Context: an optimization exercise on an open-source flow, tuned for small area. The choices shown serve that exercise and are no tape-out recipe.
Function was checked by simulation only, so behaviour that the tests miss may differ from the original.
Power and IR drop assume default switching activity.

### standard.sh
#!/bin/bash
# synth_recipe.tcl (not shown) runs the flow's synth.tcl, then flattens the netlist and writes it again
# the make line also repeats each setting of config.mk as NAME=value (left out here)
make -C /OpenROAD-flow-scripts/flow DESIGN_CONFIG=/design/flow/config.mk WORK_HOME=/design/flow/orfs CLKGATE_MAP_FILE= SYNTH_SCRIPT=/design/flow/synth_recipe.tcl "${@:-finish}"
### flow/upsize.tcl
# PRE_GLOBAL_PLACE hook: give every driver of a high-fanout signal net its
# drive-strength-4 variant, so that repair_design sizes rather than buffers
# the long select / write-enable / write-data lines.
set block [ord::get_db_block]
set n 0
foreach net [$block getNets] {
  set sig [$net getSigType]
  if {$sig eq "POWER" || $sig eq "GROUND" || $sig eq "CLOCK"} continue
  set loads 0
  set drv ""
  foreach it [$net getITerms] {
    if {[$it isOutputSignal]} { set drv [$it getInst] } else { incr loads }
  }
  if {$loads < $::env(UPSIZE_MIN_FANOUT) || $drv eq ""} continue
  set m [[$drv getMaster] getName]
  if {[regexp {^(sky130_fd_sc_hd__\w+)_[0-9]+$} $m -> base]} {
    set new "${base}_4"
    if {$new ne $m && [[ord::get_db] findMaster $new] ne "NULL"} {
      replace_cell [$drv getName] $new
      incr n
    }
  }
}
puts "upsize: resized $n drivers"
### flow/fastroute.tcl
# Global-routing setup: as the platform's, but with less capacity assumed on
# met1/met2 (which the cells' pins already crowd), so the global router moves
# more wiring to met3/met4 and detailed routing converges faster.
set_global_routing_layer_adjustment $::env(MIN_ROUTING_LAYER)-$::env(MAX_ROUTING_LAYER) 0.2
set_global_routing_layer_adjustment met1 0.5
set_global_routing_layer_adjustment met2 0.4

set_routing_layers -clock $::env(MIN_CLK_ROUTING_LAYER)-$::env(MAX_ROUTING_LAYER)
set_routing_layers -signal $::env(MIN_ROUTING_LAYER)-$::env(MAX_ROUTING_LAYER)
### constraint.sdc
create_clock -name core_clock -period 7.0 [get_ports {i_clk}]
set_input_delay 1.4000 -clock core_clock [delete_from_list [all_inputs] [get_ports {i_clk}]]
set_output_delay 1.4000 -clock core_clock [all_outputs]
set_load 0.01 [all_outputs]
### config.mk
export PLATFORM = sky130hd
export DESIGN_NAME = regfile_param
export DESIGN_NICKNAME = regfile_param
export VERILOG_FILES = /design/flow/design.v
export SDC_FILE = /design/flow/constraint.sdc
export NUM_CORES = 4
export LEC_CHECK = 0
export CAP_MARGIN = 10
export CORE_MARGIN = 2
export CORE_UTILIZATION = 40
export GPL_TIMING_DRIVEN = 0
export PLACE_DENSITY = 0.5
export SLEW_MARGIN = 10
export SYNTH_HIERARCHICAL = 1
export SYNTH_MINIMUM_KEEP_SIZE = 0
### flow/run.sh
#!/bin/bash
# Standard ORFS layout with: high-fanout drivers upsized before global
# placement (flow/upsize.tcl), a lighter clock tree (no dummy loads, small
# clustered leaf buffers), minimum-size port buffers, and global routing that
# keeps more wiring off met1/met2 (flow/fastroute.tcl).
set -euo pipefail
export CTS_ARGS="-sink_clustering_enable -repair_clock_nets -dont_use_dummy_load -buf_list sky130_fd_sc_hd__clkbuf_8 -sink_clustering_size 18 -sink_clustering_max_diameter 60"
export BUFFER_PORTS_ARGS="-buffer_cell sky130_fd_sc_hd__buf_1"
export PRE_GLOBAL_PLACE_TCL="$PWD/flow/upsize.tcl"
export UPSIZE_MIN_FANOUT=30
export FASTROUTE_TCL="$PWD/flow/fastroute.tcl"
bash standard.sh > standard_flow.log 2>&1
### design.v
module regfile_param #(
    parameter int W       = 64,
    parameter int AW      = 5,
    parameter int NRD     = 2,
    parameter bit ZERO_EN = 1'b1,
    parameter bit BYPASS  = 1'b1,
    parameter bit W32_EN  = 1'b1
) (
    input  logic              i_clk,
    input  logic              i_rst,
    input  logic [NRD*AW-1:0] i_raddr,
    output logic [NRD*W-1:0]  o_rout,
    input  logic              i_we,
    input  logic [AW-1:0]     i_wreg,
    input  logic [W-1:0]      i_data,
    input  logic              i_is32,
    output logic              o_ready
);
    localparam int NREG = 31;
    logic [W-1:0]    r_mem [NREG];
    logic [5:0]      r_cnt;
    logic            w_ready;
    logic            w_hi_ok;      
    logic [W-1:0]    w_wdat;       
    logic            w_wr_ok;      
    logic [3:0]      w_wpre_hi;    
    logic [7:0]      w_wpre_lo;    
    logic [NREG-1:0] w_row_we [2];     
    logic [NREG-1:0] w_row_hold [2];   
    logic [W-1:0]    w_mem_d [NREG];
    assign w_ready = r_cnt[5];
    assign o_ready = w_ready;
    always_ff @(posedge i_clk) begin
        if (i_rst)
            r_cnt <= '0;
        else if (!w_ready)
            r_cnt <= r_cnt + 6'd1;
    end
    assign w_hi_ok = w_ready && !i_is32;
    for (genvar b = 0; b < W; b++) begin : g_wdat
        if (b < 32) begin : g_lo
            rf_and2 u_and (.i_a(w_ready), .i_b(i_data[b]), .o_y(w_wdat[b]));
        end else begin : g_hi
            rf_and2 u_and (.i_a(w_hi_ok), .i_b(i_data[b]), .o_y(w_wdat[b]));
        end
    end
    assign w_wr_ok = i_we && w_ready && (i_wreg != 5'd31);
    always_comb begin
        for (int j = 0; j < 4; j++)
            w_wpre_hi[j] = !w_ready || (i_we && (i_wreg[4:3] == 2'(j)));
        for (int m = 0; m < 8; m++)
            w_wpre_lo[m] = !w_ready || (i_wreg[2:0] == 3'(m));
    end
    for (genvar h = 0; h < 2; h++) begin : g_half
        for (genvar i = 0; i < NREG; i++) begin : g_we
            rf_and2 u_we (.i_a(w_wpre_hi[i/8]), .i_b(w_wpre_lo[i%8]),
                          .o_y(w_row_we[h][i]));
            rf_or2  u_hold (.i_a(!w_wpre_hi[i/8]), .i_b(!w_wpre_lo[i%8]),
                            .o_y(w_row_hold[h][i]));
        end
    end
    for (genvar i = 0; i < NREG; i++) begin : g_row
        for (genvar b = 0; b < W; b++) begin : g_bit
            rf_ao22 u_st (.i_a1(r_mem[i][b]), .i_a2(w_row_hold[b/32][i]),
                          .i_b1(w_wdat[b]), .i_b2(w_row_we[b/32][i]),
                          .o_y(w_mem_d[i][b]));
        end
    end
    always_ff @(posedge i_clk) begin
        for (int i = 0; i < NREG; i++)
            r_mem[i] <= w_mem_d[i];
    end
    generate
        for (genvar k = 0; k < NRD; k++) begin : g_rd
            logic [AW-1:0]   w_ra;
            logic            w_hit;
            logic [1:0]      w_byp;
            logic            w_en;
            logic [3:0]      w_pre_hi;
            logic [7:0]      w_pre_lo;
            logic [NREG-1:0] w_sel [2];
            logic [W-1:0]    w_rdata;
            assign w_ra  = i_raddr[k*AW +: AW];
            assign w_hit = (i_wreg == w_ra);
            rf_and2 u_byp0 (.i_a(w_wr_ok), .i_b(w_hit), .o_y(w_byp[0]));
            rf_and2 u_byp1 (.i_a(w_wr_ok), .i_b(w_hit), .o_y(w_byp[1]));
            assign w_en = w_ready && !(w_wr_ok && w_hit);
            for (genvar j = 0; j < 4; j++) begin : g_pre_hi
                rf_and2 u_pre (.i_a(w_ra[4] == j[1]), .i_b(w_ra[3] == j[0]),
                               .o_y(w_pre_hi[j]));
            end
            for (genvar m = 0; m < 8; m++) begin : g_pre_lo
                rf_and4 u_pre (.i_a(w_ra[2] == m[2]), .i_b(w_ra[1] == m[1]),
                               .i_c(w_ra[0] == m[0]), .i_d(w_en), .o_y(w_pre_lo[m]));
            end
            for (genvar h = 0; h < 2; h++) begin : g_half
                for (genvar i = 0; i < NREG; i++) begin : g_sel
                    rf_and2 u_sel (.i_a(w_pre_hi[i/8]), .i_b(w_pre_lo[i%8]),
                                   .o_y(w_sel[h][i]));
                end
            end
            for (genvar b = 0; b < W; b++) begin : g_bit
                logic [NREG:0] w_d;
                for (genvar i = 0; i < NREG; i++) begin : g_d
                    assign w_d[i] = r_mem[i][b];
                end
                assign w_d[NREG] = w_wdat[b];
                rf_rdbit u_bit (.i_s({w_byp[b/32], w_sel[b/32]}), .i_d(w_d),
                                .o_y(w_rdata[b]));
            end
            assign o_rout[k*W +: W] = w_rdata;
        end
    endgenerate
endmodule
module rf_rdbit (
    input  logic [31:0] i_s,
    input  logic [31:0] i_d,
    output logic        o_y
);
    logic [11:0] w_n;
    for (genvar g = 0; g < 10; g++) begin : g_aoi
        rf_aoi222 u_aoi (.i_a(i_s[3*g +: 3]), .i_b(i_d[3*g +: 3]), .o_y(w_n[g]));
    end
    rf_nand2 u_nand_30 (.i_a(i_s[30]), .i_b(i_d[30]), .o_y(w_n[10]));
    rf_nand2 u_nand_31 (.i_a(i_s[31]), .i_b(i_d[31]), .o_y(w_n[11]));
    assign o_y = ~(&w_n);
endmodule
module rf_aoi222 (
    input  logic [2:0] i_a,
    input  logic [2:0] i_b,
    output logic       o_y
);
    assign o_y = ~|(i_a & i_b);
endmodule
module rf_nand2 (
    input  logic i_a,
    input  logic i_b,
    output logic o_y
);
    assign o_y = ~(i_a & i_b);
endmodule
module rf_and2 (
    input  logic i_a,
    input  logic i_b,
    output logic o_y
);
    assign o_y = i_a & i_b;
endmodule
module rf_and4 (
    input  logic i_a,
    input  logic i_b,
    input  logic i_c,
    input  logic i_d,
    output logic o_y
);
    assign o_y = i_a & i_b & i_c & i_d;
endmodule
module rf_or2 (
    input  logic i_a,
    input  logic i_b,
    output logic o_y
);
    assign o_y = i_a | i_b;
endmodule
module rf_ao22 (
    input  logic i_a1,
    input  logic i_a2,
    input  logic i_b1,
    input  logic i_b2,
    output logic o_y
);
    assign o_y = (i_a1 & i_a2) | (i_b1 & i_b2);
endmodule
==> results of run 1 <==
registers in the layout, summed over array words and instances (netlist names):
signal	flops
r_cnt	6
r_mem	1984
report_power, final:
group / internal [mW] / switching (mW) / total [mW] / leakage (nW)
clock network: 2.15 / 3.96 / 6.11 / 1.22
registers: 11.3 / 0.00156 / 11.3 / 16.0
logic: 0.0220 / 0.0619 / 0.0839 / 12.1
total: 13.5 / 4.03 / 17.5 / 29.4
repair_timing:
item                                   4_1_cts  5_1_grt
endpoints found under the hold margin        0        0
gates resized for setup                      0       23
setup endpoints to repair                    0       16
kinds of logic (layout without fill, tap and decap cells):
group | Yosys count | count (layout) | synth area share, %
AOI/OAI and AO/OA | 3279 | 3279 | 39.36
xor gates and xnor gates | 13 | 13 | 0.1676
adders and majority gates | 1 | 1 | 0.01627
buffers and inverters | 30 | 411 | 0.1985
DFF | 1990 | 1990 | 51.80
muxes | 1 | 1 | 0.01302
other | 0 | 83 | 0
and+or+nand+nor | 1140 | 1155 | 8.439
per-module statistics from Yosys (local to each module, per instance):
module	copies in the design	flops+latches	area, um2
rf_aoi222	1280	0	10.01
rf_rdbit	128	0	25.02
rf_and4	16	0	8.758
regfile_param	1	1990	40380
rf_ao22	1984	0	8.758
rf_and2	262	0	6.256
rf_or2	62	0	6.256
rf_nand2	256	0	3.754
routing by layer:
| layer | track usage (%) | vias up |
|---|---|---|
| met5 | 1.587 | - |
| met4 | 47.90 | 18 |
| met3 | 29.25 | 2028 |
| met2 | 67.96 | 6626 |
| met1 | 62.82 | 36290 |
| li1 | - | 30440 |
worst reg2reg max path: stages, from the launching register on:
cell and delay (ns):
dfxtp_4 0.70, buf_6 0.25, inv_1 0.26, a21oi_1 1.02
inv_1 0.58, and2_4 0.50, a22o_1 0.34
cell usage in the layout (no fill, tap or decap), types with 15 or more instances in the layout:
cell      count
a222oi_1   1280
a22o_1     1984
and2_2       15
and2_4      254
buf_1       204
clkbuf_8    169
dfxtp_1    1989
diode_2      83
inv_1        23
nand2_1     262
nand4_1     386
or2_4        62
or3_1       123
area by class of cell:
cell class              count  area share (%)
plain buffers               7         0.07856
diodes                     83          0.2460
flip-flops and latches   1990           47.20
inverters                  23          0.1023
repair buffers            212           1.008
well taps                2511           3.722
multi-input cells        4449           44.89
clock buffers             169           2.755
through the flow:
step / hold WS (ns) / power [mW]
global placement: 0.4648 / 11.65
detailed placement: 0.4627 / 11.65
floorplan: 0.4535 / 11.60
CTS: 0.4834 / 17.58
finish: 0.4874 / 17.51
global route: 0.5169 / 18.00
path summary, 6_finish.rpt:
check,start,endpoint,cells after the start
worst min register to register,r_cnt[4]$_SDFFE_PP0N_,r_cnt[5]$_SDFF_PP0_,2
worst max-delay path,i_raddr[4],o_rout[22],10
worst min-delay path,r_cnt[4]$_SDFFE_PP0N_,r_cnt[5]$_SDFF_PP0_,2
worst max register to register,r_cnt[5]$_SDFF_PP0_,r_mem[17][19]$_DFF_P_,6
==> impl_metrics.csv, run 1 <==
group,metric,value,unit
run_status,status,"failed layout checks",
run_status,failed_checks,"capacitance limit, slew limit",
clock_tree,cts_buffers,169,
layout,fin_cells,9444,
setup_path,max_stage_delay,1.08,ns
pwr,ir_drop,0.2113,mV
setup_path,crit_chain,"buf_1 > xnor2_2 > nand4_1 > o31a_1 > and4_4 > and2_4 > a222oi_1 > nand4_1 > or3_4 > buf_1",
sta,fin_ws,0.01651,ns
placement,post-place-cells,9175,
yosys,yosysTopAreaCell,"dfxtp_1",
yosys,async_flop_share,0,%
die,start_util,40.35,%
yosys,yosys_register_bits,1990,
setup_path,critPathKind,"input pin to primary output",
clock_tree,clock_latency,1.06,ns
setup_path,crit_required,5.60,ns
placement,dp_hpwl,213800,um
clock_tree,holdBufCountCts,0,
yosys,synth_cell_types,28,
layout,final_util,44.29,%
die,die-area,195800,um2
sta,fin_crit,6.983,ns
yosys,synth-seq-area-share,51.80,%
clock_tree,htreeDepth,4,
sta,worstMarginPinSlew,1.700,ns
sta,rsz0062_at_grt,"no",
yosys,synth_area,76900,um2
die,num_rows,160,
layout,seqCellArea,39840,um2
yosys,synth_edf_count,0,
drt,dr_total_vias,75400,
layout,n_fill_cell,17830,
drt,drc,0,
sta,fin_crit_sh,99.76,%
setup_path,path_delay_family,"simple AND/OR/NAND/NOR gates",
drt,drt_first_pass_iters,10,
drt,via_per_inst,7.984,
placement,gp_congestion,0.9951,
setup_path,crit_fanout,16,
drt,wl_per_cell,44.31,um
pwr,p_leak,29.36,nW
die,die_x,442.5,um
worst_hold_path,holdCritPathClass,"flop to flop",
flow_run,drv_cap,3,
layout,stdcell_area,84410,um2
placement,io_buffers,206,
layout,multi_input_area,37890,um2
global_route,grt_pass1_wl,571300,um
yosys,synth_most_common_cell,"dfxtp_1",
placement,placed_area,81690,um2
yosys,synth_common_cells,"1,990 x dfxtp_1, 1,984 x a22o_1, 1,280 x a222oi_1",
clock_tree,cts.reportedPaths.clkPinSlew,0.08,ns
setup_path,cp_num_buf_inv,2,
pwr,powerDensity,207.5,nW/um2
setup_path,start_kind,"input pin",
yosys,netlist.area_leader.share,51.80,%
setup_path,r2r_slack,3.22,ns
yosys,synthesis.nets,6538,
drt,met1_length,139900,um
global_route,grt_pass1_vias,77460,
yosys,ys_warn_count,14,
sta,hold_violations,0,
drt,finalWirelength,418500,um
yosys,synth_ff_type,"dfxtp_1",
layout,areaGrowthSynthToFinish,9.767,%
drt,wl_met2,162600,um
global_route,grt_max_degree,35,
layout,nets,6936,
global_route,grt-ovfl-total,0,
global_route,grtUsageTotal,50.47,%
die,core,190600,um2
clock_tree,tritoncts,"built",
die,ios,212,
yosys,synth_area_leaders,"dfxtp_1 52%, a22o_1 23%, a222oi_1 17%, nand4_1 3.1%, and2_1 2.1%",
die,die_y,442.5,um
sta,slew_violations,63,
clock_tree,cts-root-buf,"clkbuf_8",
yosys,avgSynthCellArea,11.92,um2
setup_path,end_kind,"primary output",
placement,pre_cts_ws,0.3399,ns
setup_path,crit_slowest_cell,"nand4_1",
yosys,syn_inst,6454,
clock_tree,clock-sinks,1990,
clock_tree,cts_buffer_depth,3,
layout,drive_gt1_share,7.854,%
sta,setup_tns,0,ns
drt,drtIter0Drc,11380,
drt,detail-route-antenna-nets,0,
sta,skew,0.07723,ns
sta,slew_headroom,-13.35,%
drt,top_layer_used,"met5",
global_route,antenna_found_initial,61,
setup_path,cp.arrival,5.58,ns
drt,route.met3.wl,65040,um
sta,setup_violations,0,
sta,max_freq,143.2,MHz
clock_tree,postCtsSetupBuffers,0,
==> inputs of run 2 (changes only) <==
--- a/flow/run.sh
+++ b/flow/run.sh
@@ -7,6 +7,6 @@
 export CTS_ARGS="-sink_clustering_enable -repair_clock_nets -dont_use_dummy_load -buf_list sky130_fd_sc_hd__clkbuf_8 -sink_clustering_size 18 -sink_clustering_max_diameter 60"
 export BUFFER_PORTS_ARGS="-buffer_cell sky130_fd_sc_hd__buf_1"
 export PRE_GLOBAL_PLACE_TCL="$PWD/flow/upsize.tcl"
-export UPSIZE_MIN_FANOUT=30
+export UPSIZE_MIN_FANOUT=8
 export FASTROUTE_TCL="$PWD/flow/fastroute.tcl"
 bash standard.sh > standard_flow.log 2>&1
--- a/config.mk
+++ b/config.mk
@@ -5,11 +5,11 @@
 export SDC_FILE = /design/flow/constraint.sdc
 export NUM_CORES = 4
 export LEC_CHECK = 0
-export CAP_MARGIN = 10
+export CAP_MARGIN = 20
 export CORE_MARGIN = 2
 export CORE_UTILIZATION = 40
 export GPL_TIMING_DRIVEN = 0
 export PLACE_DENSITY = 0.5
-export SLEW_MARGIN = 10
+export SLEW_MARGIN = 20
 export SYNTH_HIERARCHICAL = 1
 export SYNTH_MINIMUM_KEEP_SIZE = 0
==> impl_metrics.csv, run 2 <==
group,metric,value,unit
yosys,synth_area_leaders,"dfxtp_1 52%, a22o_1 23%, a222oi_1 17%, nand4_1 3.1%, and2_1 2.1%",
yosys,synth_most_common_cell,"dfxtp_1",
yosys,synthesis.nets,6538,
placement,post-place-cells,9171,
die,die_y,442.5,um
layout,layout_commonest_cell,"dfxtp_1",
setup_path,crit_required,5.60,ns
sta,holdWs,0.5034,ns
sta,max_freq,145.3,MHz
setup_path,cp.arrival,5.48,ns
run_status,status,"no timing/DRC/antenna violations",
layout,stdcell_area,84380,um2
drt,dr_total_vias,75170,
yosys,netlist.area_leader.share,51.80,%
global_route,grt_max_degree,35,
global_route,grtUsageTotal,50.12,%
die,ios,212,
sta,slew_headroom,30.40,%
sta,skew,0.05588,ns
die,num_rows,160,
yosys,yosysTopAreaCell,"dfxtp_1",
clock_tree,holdBufCountCts,0,
placement,dp_hpwl,212900,um
yosys,yosys_register_bits,1990,
clock_tree,cts_buffer_depth,3,
drt,wl_per_cell,43.56,um
sta,setup_violations,0,
clock_tree,cts_resized,0,
setup_path,critPathKind,"input pin to primary output",
yosys,synth_area,76900,um2
yosys,async_flop_share,0,%
yosys,synth-seq-area-share,51.80,%
sta,slew_violations,0,
drt,drt_first_pass_iters,12,
layout,top_regs,"r_mem (1984), r_cnt (6)",
clock_tree,clock-sinks,1990,
layout,n_fill_cell,17830,
layout,final_util,44.27,%
layout,fin_cells,9414,
clock_tree,tritoncts,"built",
placement,io_buffers,206,
layout,areaGrowthSynthToFinish,9.718,%
yosys,synth_edf_count,0,
layout,seqCellArea,39840,um2
pwr,ir_drop,0.1914,mV
layout,nets,6919,
clock_tree,cts_buffers,170,
yosys,synth_cell_types,28,
yosys,ys_warn_count,14,
drt,via_per_inst,7.984,
sta,worstMarginPinSlew,1.044,ns
die,core,190600,um2
sta,rsz0062_at_grt,"no",
layout,drive_gt1_share,7.991,%
yosys,avgSynthCellArea,11.92,um2
drt,drtIter0Drc,10910,
layout,largest_reg_flops,1984,
clock_tree,cts.reportedPaths.clkPinSlew,0.09,ns
global_route,grt_pass1_vias,77370,
placement,gp_congestion,1.020,
global_route,grt_pass1_wl,568200,um
flow_run,drv_cap,0,
yosys,syn_inst,6454,
pwr,powerDensity,207.5,nW/um2
pwr,p_leak,29.31,nW
clock_tree,cts-root-buf,"clkbuf_8",
clock_tree,clock_latency,1.01,ns
placement,placed_area,81820,um2
layout,multi_input_area,37900,um2
setup_path,end_kind,"primary output",
sta,hold_violations,0,
die,die-area,195800,um2
layout,layout_common_cells,"1,989 x dfxtp_1, 1,984 x a22o_1, 1,280 x a222oi_1",
sta,setup_tns,0,ns
sta,fin_crit,6.882,ns
layout,regMostFlops,"r_mem",
drt,drc,0,
yosys,synth_ff_type,"dfxtp_1",
yosys,synth_common_cells,"1,990 x dfxtp_1, 1,984 x a22o_1, 1,280 x a222oi_1",
setup_path,start_kind,"input pin",
global_route,grt-ovfl-total,0,
drt,detail-route-antenna-nets,0,
clock_tree,htreeDepth,4,
sta,fin_crit_sh,98.32,%
die,die_x,442.5,um
die,start_util,40.35,%
worst_hold_path,holdCritPathClass,"flop to flop",
clock_tree,postCtsSetupBuffers,0,
global_route,antenna_found_initial,62,
drt,finalWirelength,410100,um
setup_path,crit_fanout,32,
run 2: cell counts after synthesis:
No cell type changed its count.
run 2: critical path, stage by stage:
cell and delay (ns):
buf_1 0.26, xnor2_2 0.15, nand4_1 0.15, o31a_4 0.40
and4_1 0.36, and2_4 0.41, a222oi_1 0.49, nand4_1 0.87
or3_1 0.75, buf_1 0.17
run 2: logic make-up (layout without fill, tap and decap cells):
kind of cell / after synthesis / in the layout / share of synthesized area (%)
XOR/XNOR: 13 / 13 / 0.1676
adder cells (fa/ha/maj): 1 / 1 / 0.01627
multiplexers: 1 / 1 / 0.01302
flip-flops: 1990 / 1990 / 51.80
other: 0 / 70 / 0
buffers and inverters: 30 / 409 / 0.1985
AO/OA/AOI/OAI: 3279 / 3279 / 39.36
AND/OR/NAND/NOR: 1140 / 1140 / 8.439
run 2: Yosys stat by module, one instance, submodules excluded:
| module | area (um2) | flops+latches | cells |
|---|---|---|---|
| regfile_param | 40380 | 1990 | 2082 |
| rf_and2 | 6.256 | 0 | 1 |
| rf_and4 | 8.758 | 0 | 1 |
| rf_ao22 | 8.758 | 0 | 1 |
| rf_aoi222 | 10.01 | 0 | 1 |
| rf_nand2 | 3.754 | 0 | 1 |
| rf_or2 | 6.256 | 0 | 1 |
| rf_rdbit | 25.02 | 0 | 4 |
run 2: metrics by stage:
stage	power, mW	setup slack (ns)
floorplan	11.60	1.939
global placement	11.65	0.6230
detailed placement	11.65	0.6651
CTS	17.57	0.6345
global route	17.97	0.02919
finish	17.51	0.1178
run 2: per-layer routing:
metal	wire [um]	track usage [%]	vias up
met5	430	1.538	-
met1	140400	63.72	36210
met3	61740	28.22	1994
met4	47850	46.62	38
met2	159600	67.59	6546
li1	-	-	30380
run 2: where the power goes:
| part | internal [mW] | switching [mW] |
|---|---|---|
| combinational | 0.0232 | 0.0543 |
| clock | 2.16 | 3.95 |
| sequential | 11.3 | 0.00152 |
| total | 13.5 | 4.01 |
run 2: final cells by class:
class,instances,share of cell area (%)
flip-flops and latches,1990,47.22
multi-input cells,4434,44.92
well taps,2511,3.723
plain buffers,7,0.06376
diodes,70,0.2076
clock buffers,170,2.773
inverters,23,0.1349
repair buffers,209,0.9609
run 2: worst paths after layout:
path	startpoint	endpoint	slack, ns	depth (start not counted)
max	i_raddr[6]	o_rout[123]	0.12	10
min	r_cnt[4]$_SDFFE_PP0N_	r_cnt[5]$_SDFF_PP0_	0.50	2
max reg2reg	r_cnt[5]$_SDFF_PP0_	r_mem[15][26]$_DFF_P_	3.67	6
min reg2reg	r_cnt[4]$_SDFFE_PP0N_	r_cnt[5]$_SDFF_PP0_	0.50	2
==> inputs of run 3 (changes only) <==
--- a/config.mk
+++ b/config.mk
@@ -5,11 +5,12 @@
 export SDC_FILE = /design/flow/constraint.sdc
 export NUM_CORES = 4
 export LEC_CHECK = 0
-export CAP_MARGIN = 20
+export CAP_MARGIN = 30
 export CORE_MARGIN = 2
 export CORE_UTILIZATION = 40
 export GPL_TIMING_DRIVEN = 0
 export PLACE_DENSITY = 0.5
-export SLEW_MARGIN = 20
+export SETUP_SLACK_MARGIN = 0.2
+export SLEW_MARGIN = 30
 export SYNTH_HIERARCHICAL = 1
 export SYNTH_MINIMUM_KEEP_SIZE = 0
==> impl_metrics.csv, run 3 <==
group,metric,value,unit
run_status,status,"failed layout checks",
run_status,failed_checks,"setup timing",
yosys,synth-seq-area-share,51.80,%
pwr,internal_power,13.50,mW
yosys,syn_inst,6454,
global_route,grt_pass1_wl,568200,um
sta,setup_violations,1,
clock_tree,cts_buffer_depth,3,
drt,wl_per_cell,43.77,um
pwr,ir_drop,0.1839,mV
yosys,synthesis.nets,6538,
placement,pre_cts_ws,0.6651,ns
clock_tree,cts.reportedPaths.clkPinSlew,0.09,ns
sta,max_freq,141.3,MHz
layout,drive_gt1_share,8.131,%
setup_path,r2r_slack,3.61,ns
yosys,synth_adder_area_share,0.01627,%
placement,io_buffers,206,
drt,dr_total_vias,75180,
drt,detail-route-antenna-nets,0,
drt,drtIter0Drc,10990,
layout,multi_input_area,37940,um2
layout,layout_common_cells,"1,989 x dfxtp_1, 1,984 x a22o_1, 1,280 x a222oi_1",
drt,finalWirelength,412100,um
layout,areaGrowthSynthToFinish,9.802,%
die,die_y,442.5,um
pwr,powerDensity,207.4,nW/um2
yosys,synth_most_common_cell,"dfxtp_1",
placement,dp_hpwl,212900,um
yosys,synth-xor-area-share,0.1676,%
sta,fin_ws,-0.07483,ns
layout,regMostFlops,"r_mem",
placement,placed_area,81820,um2
yosys,async_flop_share,0,%
clock_tree,htreeDepth,4,
layout,layout_commonest_cell,"dfxtp_1",
global_route,grt_max_degree,35,
pwr,p_leak,29.34,nW
yosys,ys_warn_count,14,
setup_path,start_kind,"input pin",
sta,rsz0062_at_grt,"yes",
die,core,190600,um2
yosys,netlist.area_leader.share,51.80,%
pwr,switching_share,22.91,%
yosys,yosys_register_bits,1990,
global_route,grt_pass1_vias,77370,
sta,holdWs,0.4898,ns
clock_tree,cts_buffers,170,
pwr,combPwrFrac,0.5,%
yosys,synth_cell_types,28,
pwr,power,17.51,mW
clock_tree,clock-sinks,1990,
die,start_util,40.35,%
drt,drt_first_pass_iters,12,
flow_run,drv_cap,0,
setup_path,critPathKind,"input pin to primary output",
yosys,synthMuxAreaShare,0.01302,%
layout,seqCellArea,39840,um2
clock_tree,holdBufCountCts,0,
worst_hold_path,hp-start,"r_cnt[4]$_SDFFE_PP0N_",
pwr,p_clk_share,34.9,%
die,die_x,442.5,um
yosys,synth_edf_count,0,
pwr,p_switching,4.012,mW
layout,largest_reg_flops,1984,
layout,stdcell_area,84440,um2
layout,final_util,44.31,%
setup_path,crit_fanout,32,
clock_tree,cts-root-buf,"clkbuf_8",
setup_path,end_kind,"primary output",
pwr,p_seq_share,64.6,%
layout,n_fill_cell,17830,
die,die-area,195800,um2
sta,fin_crit_sh,101.1,%
yosys,synth_top_family_by_area,"compound AO/OA/AOI/OAI gates",
placement,gp_congestion,1.020,
layout,fin_cells,9414,
drt,via_per_inst,7.986,
setup_path,crit_required,5.60,ns
yosys,synth_compound_area_share,39.36,%
sta,slew_violations,0,
setup_path,crit_slowest_cell,"nand4_1",
clock_tree,postCtsSetupBuffers,0,
global_route,grtUsageTotal,50.12,%
sta,slew_headroom,17.74,%
clock_tree,tritoncts,"built",
sta,worstMarginPinSlew,1.230,ns
yosys,synth_area,76900,um2
setup_path,crit_chain,"buf_1 > xnor2_2 > nand4_1 > o31a_4 > and4_2 > and2_4 > a222oi_1 > nand4_1 > or3_1 > buf_1",
sta,hold_violations,0,
die,num_rows,160,
yosys,yosysTopAreaCell,"dfxtp_1",
drt,drc,0,
yosys,synth-simple-area-share,8.439,%
sta,fin_crit,7.075,ns
setup_path,r2r_start,"r_cnt[5]$_SDFF_PP0_",
setup_path,path_delay_family,"simple AND/OR/NAND/NOR gates",
setup_path,max_stage_delay,1.02,ns
yosys,synth_ff_type,"dfxtp_1",
sta,setup_tns,-0.07483,ns
layout,top_regs,"r_mem (1984), r_cnt (6)",
yosys,avgSynthCellArea,11.92,um2
global_route,grt-ovfl-total,0,
sta,skew,0.06357,ns
yosys,synth_area_leaders,"dfxtp_1 52%, a22o_1 23%, a222oi_1 17%, nand4_1 3.1%, and2_1 2.1%",
worst_hold_path,holdCritPathClass,"flop to flop",
setup_path,cp.arrival,5.67,ns
layout,nets,6924,
yosys,synth_common_cells,"1,990 x dfxtp_1, 1,984 x a22o_1, 1,280 x a222oi_1",
placement,post-place-cells,9171,
global_route,antenna_found_initial,62,
setup_path,crit_path_start,"i_raddr[6]",
die,ios,212,
setup_path,cp_num_buf_inv,2,
clock_tree,clock_latency,1.00,ns
[run 3: Yosys stat by module (local to each module, per instance)]
module	area [um2]	flops+latches	copies in the design
regfile_param	40380	1990	1
rf_rdbit	25.02	0	128
rf_aoi222	10.01	0	1280
rf_and4	8.758	0	16
rf_ao22	8.758	0	1984
rf_and2	6.256	0	262
rf_or2	6.256	0	62
rf_nand2	3.754	0	256
[run 3: logic make-up (layout without fill, tap and decap cells)]
logic type	Yosys count	in the layout
AOI/OAI and AO/OA	3279	3279
DFF	1990	1990
other	0	65
buffers and inverters	30	411
and+or+nand+nor	1140	1143
muxes	1	1
xor gates and xnor gates	13	13
adders and majority gates	1	1
[run 3: cell type report]
cell class | count | area share [%]
Inverter | 23 | 0.1348
Timing Repair Buffer | 211 | 1.005
Sequential cell | 1990 | 47.18
Multi-Input combinational cell | 4437 | 44.93
Antenna cell | 65 | 0.1926
Buffer | 7 | 0.06371
Tap cell | 2511 | 3.721
Clock buffer | 170 | 2.771
[run 3: power groups by stage]
stage          Clock [mW]  Sequential, mW  Combinational (mW)
3_5_place_dp            0            11.6              0.0740
3_3_place_gp            0            11.6              0.0730
5_1_grt              6.58            11.3              0.0841
6_report             6.12            11.3              0.0801
2_1_floorplan           0            11.6              0.0245
4_1_cts              6.18            11.3              0.0744
[run 3: worst paths after layout]
| path | end | depth (start not counted) |
|---|---|---|
| setup / recovery | o_rout[78] | 10 |
| hold / removal | r_cnt[5]$_SDFF_PP0_ | 2 |
| setup reg to reg | r_mem[15][26]$_DFF_P_ | 6 |
| hold reg to reg | r_cnt[5]$_SDFF_PP0_ | 2 |
[run 3: what timing repair did]
| action | 4_1_cts | 5_1_grt |
|---|---|---|
| endpoints found under the hold margin | 0 | 0 |
| setup endpoints to repair | 0 | 3 |
| gates resized for setup | 0 | 5 |
[run 3: worst register-to-register path: cells and delay by family, from the launching register on]
kind,cells,cell delay (ns)
AND/OR/NAND/NOR,2,1.18
flip-flops,1,0.69
buffers and inverters,3,1.12
AO/OA/AOI/OAI,1,0.32
[run 3: routing by layer]
metal | wire length, um | global-route usage [%] | vias up
li1 | - | - | 30370
met1 | 140800 | 63.72 | 36290
met2 | 159800 | 67.59 | 6513
met3 | 62890 | 28.22 | 1966
met4 | 48270 | 46.62 | 38
met5 | 415 | 1.538 | -
==> inputs of run 4 (changes only) <==
==> flow/run.sh (replaced) <==
#!/bin/bash
# Standard ORFS layout with: high-fanout drivers upsized before global
# placement (flow/upsize.tcl), a lighter clock tree (no dummy loads, small
# clustered leaf buffers), minimum-size port buffers, and a final global
# route that keeps more wiring off met1/met2 (flow/grt_layers.tcl).
set -euo pipefail
export CTS_ARGS="-sink_clustering_enable -repair_clock_nets -dont_use_dummy_load -buf_list sky130_fd_sc_hd__clkbuf_8 -sink_clustering_size 18 -sink_clustering_max_diameter 60"
export BUFFER_PORTS_ARGS="-buffer_cell sky130_fd_sc_hd__buf_1"
export PRE_GLOBAL_PLACE_TCL="$PWD/flow/upsize.tcl"
export UPSIZE_MIN_FANOUT=30
export PRE_GLOBAL_ROUTE_TCL="$PWD/flow/grt_layers.tcl"
bash standard.sh > standard_flow.log 2>&1
==> flow/grt_layers.tcl (new file) <==
# PRE_GLOBAL_ROUTE hook: assume less capacity on met1/met2 (which the cells'
# pins already crowd) for the final global route only, so more wiring goes to
# met3/met4 and detailed routing converges faster. Placement keeps the
# platform's settings.
set_global_routing_layer_adjustment met1 0.5
set_global_routing_layer_adjustment met2 0.4
==> config.mk (replaced) <==
export PLATFORM = sky130hd
export DESIGN_NAME = regfile_param
export DESIGN_NICKNAME = regfile_param
export VERILOG_FILES = /design/flow/design.v
export SDC_FILE = /design/flow/constraint.sdc
export NUM_CORES = 4
export LEC_CHECK = 0
export CAP_MARGIN = 10
export CORE_MARGIN = 2
export CORE_UTILIZATION = 45
export GPL_TIMING_DRIVEN = 0
export SLEW_MARGIN = 10
export SYNTH_HIERARCHICAL = 1
export SYNTH_MINIMUM_KEEP_SIZE = 0
removed: flow/fastroute.tcl
==> impl_metrics.csv, run 4 <==
group,metric,value,unit
clock_tree,cts.reportedPaths.clkPinSlew,0.09,ns
yosys,synth_most_common_cell,"dfxtp_1",
placement,dp_hpwl,198200,um
yosys,synth_cell_types,28,
setup_path,crit_slowest_cell,"nand4_1",
sta,fin_crit,7.107,ns
drt,detail-route-antenna-nets,0,
yosys,syn_inst,6454,
worst_hold_path,hold_end,"r_cnt[5]$_SDFF_PP0_",
setup_path,reg2reg_to,"r_mem[1][11]$_DFF_P_",
layout,layout_commonest_cell,"dfxtp_1",
clock_tree,cts_buffer_depth,3,
setup_path,crit_fanout,32,
die,ios,212,
sta,fin_ws,-0.1069,ns
setup_path,crit_required,5.60,ns
die,start_util,45.33,%
yosys,yosysTopAreaCell,"dfxtp_1",
placement,placed_area,81330,um2
run_status,failed_checks,"capacitance limit, slew limit, setup timing",
sta,slew_violations,110,
layout,top_regs,"r_mem (1984), r_cnt (6)",
pwr,ir_drop,0.2164,mV
yosys,yosys_register_bits,1990,
yosys,synth_common_cells,"1,990 x dfxtp_1, 1,984 x a22o_1, 1,280 x a222oi_1",
die,die_x,417.4,um
global_route,grt_pass1_vias,78130,
setup_path,crit_chain,"buf_1 > xnor2_1 > nand4_1 > o31a_1 > and4_1 > and2_4 > a222oi_1 > nand4_1 > or3_4 > buf_1",
die,num_rows,151,
drt,drt_first_pass_iters,14,
layout,stdcell_area,83900,um2
layout,layout_common_cells,"1,989 x dfxtp_1, 1,984 x a22o_1, 1,280 x a222oi_1",
yosys,avgSynthCellArea,11.92,um2
flow_run,drv_cap,5,
sta,fin_crit_sh,101.5,%
yosys,ys_warn_count,14,
global_route,grt-ovfl-total,0,
yosys,async_flop_share,0,%
layout,largest_reg_flops,1984,
clock_tree,cts_buffers,151,
drt,drc,0,
sta,setup_violations,2,
die,die-area,174200,um2
drt,drtIter0Drc,12250,
pwr,p_leak,29.31,nW
clock_tree,cts-root-buf,"clkbuf_8",
pwr,power,17.13,mW
layout,regMostFlops,"r_mem",
setup_path,r2r_start,"r_cnt[5]$_SDFF_PP0_",
sta,worstMarginPinSlew,1.772,ns
drt,dr_total_vias,76460,
setup_path,end_kind,"primary output",
sta,hold_violations,0,
drt,finalWirelength,397200,um
yosys,synth_edf_count,0,
yosys,synth_ff_type,"dfxtp_1",
setup_path,max_stage_delay,1.08,ns
worst_hold_path,whs_path_depth,2,
sta,skew,0.04477,ns
sta,max_freq,140.7,MHz
global_route,grtUsageTotal,53.45,%
setup_path,cp.arrival,5.71,ns
layout,drive_gt1_share,7.957,%
sta,slew_headroom,-18.12,%
clock_tree,tritoncts,"built",
global_route,grt_max_degree,35,
yosys,synth-seq-area-share,51.80,%
worst_hold_path,holdCritPathClass,"flop to flop",
worst_hold_path,hp-start,"r_cnt[4]$_SDFFE_PP0N_",
placement,gp_congestion,1.008,
die,core,169700,um2
run_status,status,"failed layout checks",
setup_path,critPathKind,"input pin to primary output",
layout,nets,6935,
global_route,grt_pass1_wl,546100,um
pwr,powerDensity,204.2,nW/um2
clock_tree,htreeDepth,4,
clock_tree,clock-sinks,1990,
yosys,synthesis.nets,6538,
die,die_y,417.4,um
yosys,netlist.area_leader.share,51.80,%
setup_path,reg2reg_depth,6,
yosys,synth_area_leaders,"dfxtp_1 52%, a22o_1 23%, a222oi_1 17%, nand4_1 3.1%, and2_1 2.1%",
drt,wl_per_cell,43.53,um
clock_tree,clock_latency,1.05,ns
setup_path,r2r_slack,3.44,ns
placement,io_buffers,206,
yosys,synth_area,76900,um2
layout,areaGrowthSynthToFinish,9.093,%
global_route,antenna_found_initial,79,
drt,via_per_inst,8.379,
setup_path,start_kind,"input pin",
sta,setup_tns,-0.1722,ns
clock_tree,postCtsSetupBuffers,0,
==> run 4: cell count changes in the layout (fill, tap and decap cells not counted), sizes merged <==
| cell | change |
|---|---|
| clkbuf | -16 |
| and2 | +27 |
| diode | -7 |
==> run 4: worst max path at each step <==
stage | startpoint | end | slack [ns] | cells after the start
CTS | i_raddr[4] | o_rout[32] | 0.57 | 10
global placement | i_raddr[5] | o_rout[96] | 0.60 | 10
detailed placement | i_raddr[4] | o_rout[32] | 0.58 | 10
floorplan | i_wreg[0] | o_rout[100] | 1.94 | 9
finish | i_raddr[2] | o_rout[43] | -0.11 | 10
global route | i_raddr[5] | o_rout[96] | -0.03 | 10
==> run 4: critical path: cells and delay by family <==
kind	cells	cell delay, ns
XOR/XNOR	1	0.16
AND/OR/NAND/NOR	5	2.81
buffers and inverters	2	0.42
AO/OA/AOI/OAI	2	0.89
==> run 4: kinds of logic (layout without fill, tap and decap cells) <==
logic type | Yosys count | count (layout) | share of synthesized area, %
buf+inv | 30 | 395 | 0.1985
mux | 1 | 1 | 0.01302
compound gates | 3279 | 3279 | 39.36
other cells | 0 | 58 | 0
fa+ha+maj | 1 | 1 | 0.01627
simple gates | 1140 | 1170 | 8.439
xor+xnor | 13 | 13 | 0.1676
flops | 1990 | 1990 | 51.80
==> run 4: repair_timing <==
| item | in CTS | in global routing |
|---|---|---|
| hold endpoints to repair | 0 | 0 |
| endpoints found under the setup margin | 0 | 10 |
| hold buffers | 0 | 0 |
| gates resized for setup | 0 | 37 |
==> run 4: cell type report <==
class | count | area [um2]
fillers | 15420 | 85760
flip-flops and latches | 1990 | 39840
multi-input cells | 4464 | 38020
well taps | 2218 | 2775
clock buffers | 151 | 2078
repair buffers | 214 | 888.4
diodes | 58 | 145.1
inverters | 23 | 86.33
plain buffers | 7 | 66.31
==> run 4: modules after synthesis (local to each module, per instance), excerpt <==
module     cells  cell area (um2)
rf_ao22        1            8.758
rf_rdbit       4            25.02
rf_and2        1            6.256
rf_and4        1            8.758
rf_nand2       1            3.754
rf_or2         1            6.256
rf_aoi222      1            10.01
==> run 4: power breakdown <==
group / internal (mW) / switching [mW]
logic: 0.0219 / 0.0638
registers: 11.3 / 0.00155
clock network: 1.94 / 3.80
==> run 4: routing by layer <==
layer	global-route usage, %	vias up	part of all wire, %
met4	49.73	98	12
met2	69.55	7219	37
met3	35.34	2365	18
met5	4.640	-	0.36
met1	64.79	36340	32
li1	-	30440	-
==> run 4: per-stage QoR <==
| stage | utilization (%) | instances | hold slack (ns) | setup WS (ns) |
|---|---|---|---|---|
| after detailed placement | 47.93 | 8883 | 0.4656 | 0.5813 |
| after CTS | 49.16 | 9034 | 0.4840 | 0.5708 |
| final | 49.45 | 9125 | 0.4855 | -0.1069 |
| after global placement | 47.89 | 8878 | 0.4683 | 0.5993 |
| after global routing | 49.41 | 9101 | 0.5254 | -0.03010 |
| after floorplan | - | 6454 | 0.4535 | 1.939 |

==> separate check: timing with driven ports <==
In the flow no input, the clock included, has a driving cell. The finished layouts below were timed again as built, in two steps.
Step 1 assumes that a clkbuf_16 drives the clock port and a buf_2 every other input.
Step 2 times the ports against the registers' clock, not the clock port: input delays grow and output delays shrink by t, the midpoint of the rising clock arrivals with the driver on.
Three values: ideal ports, drivers, drivers and shift; two values: the first two.
| run | t, ns | setup slack, ns | worst setup path at the end |
|---|---|---|---|
| run 1 | 1.095 | 0.017 / -0.118 / -0.118 | input to output |
| run 2 | 1.105 | 0.118 / -0.048 / -0.048 | input to output |
| run 3 | 1.084 | -0.075 / -0.242 / -0.242 | input to output |
| run 4 | 1.104 | -0.107 / -0.235 / -0.235 | input to output |
For run 3, which loses most, drivers alone change the setup slack by -0.167 ns; drivers and shift together by -0.167 ns.
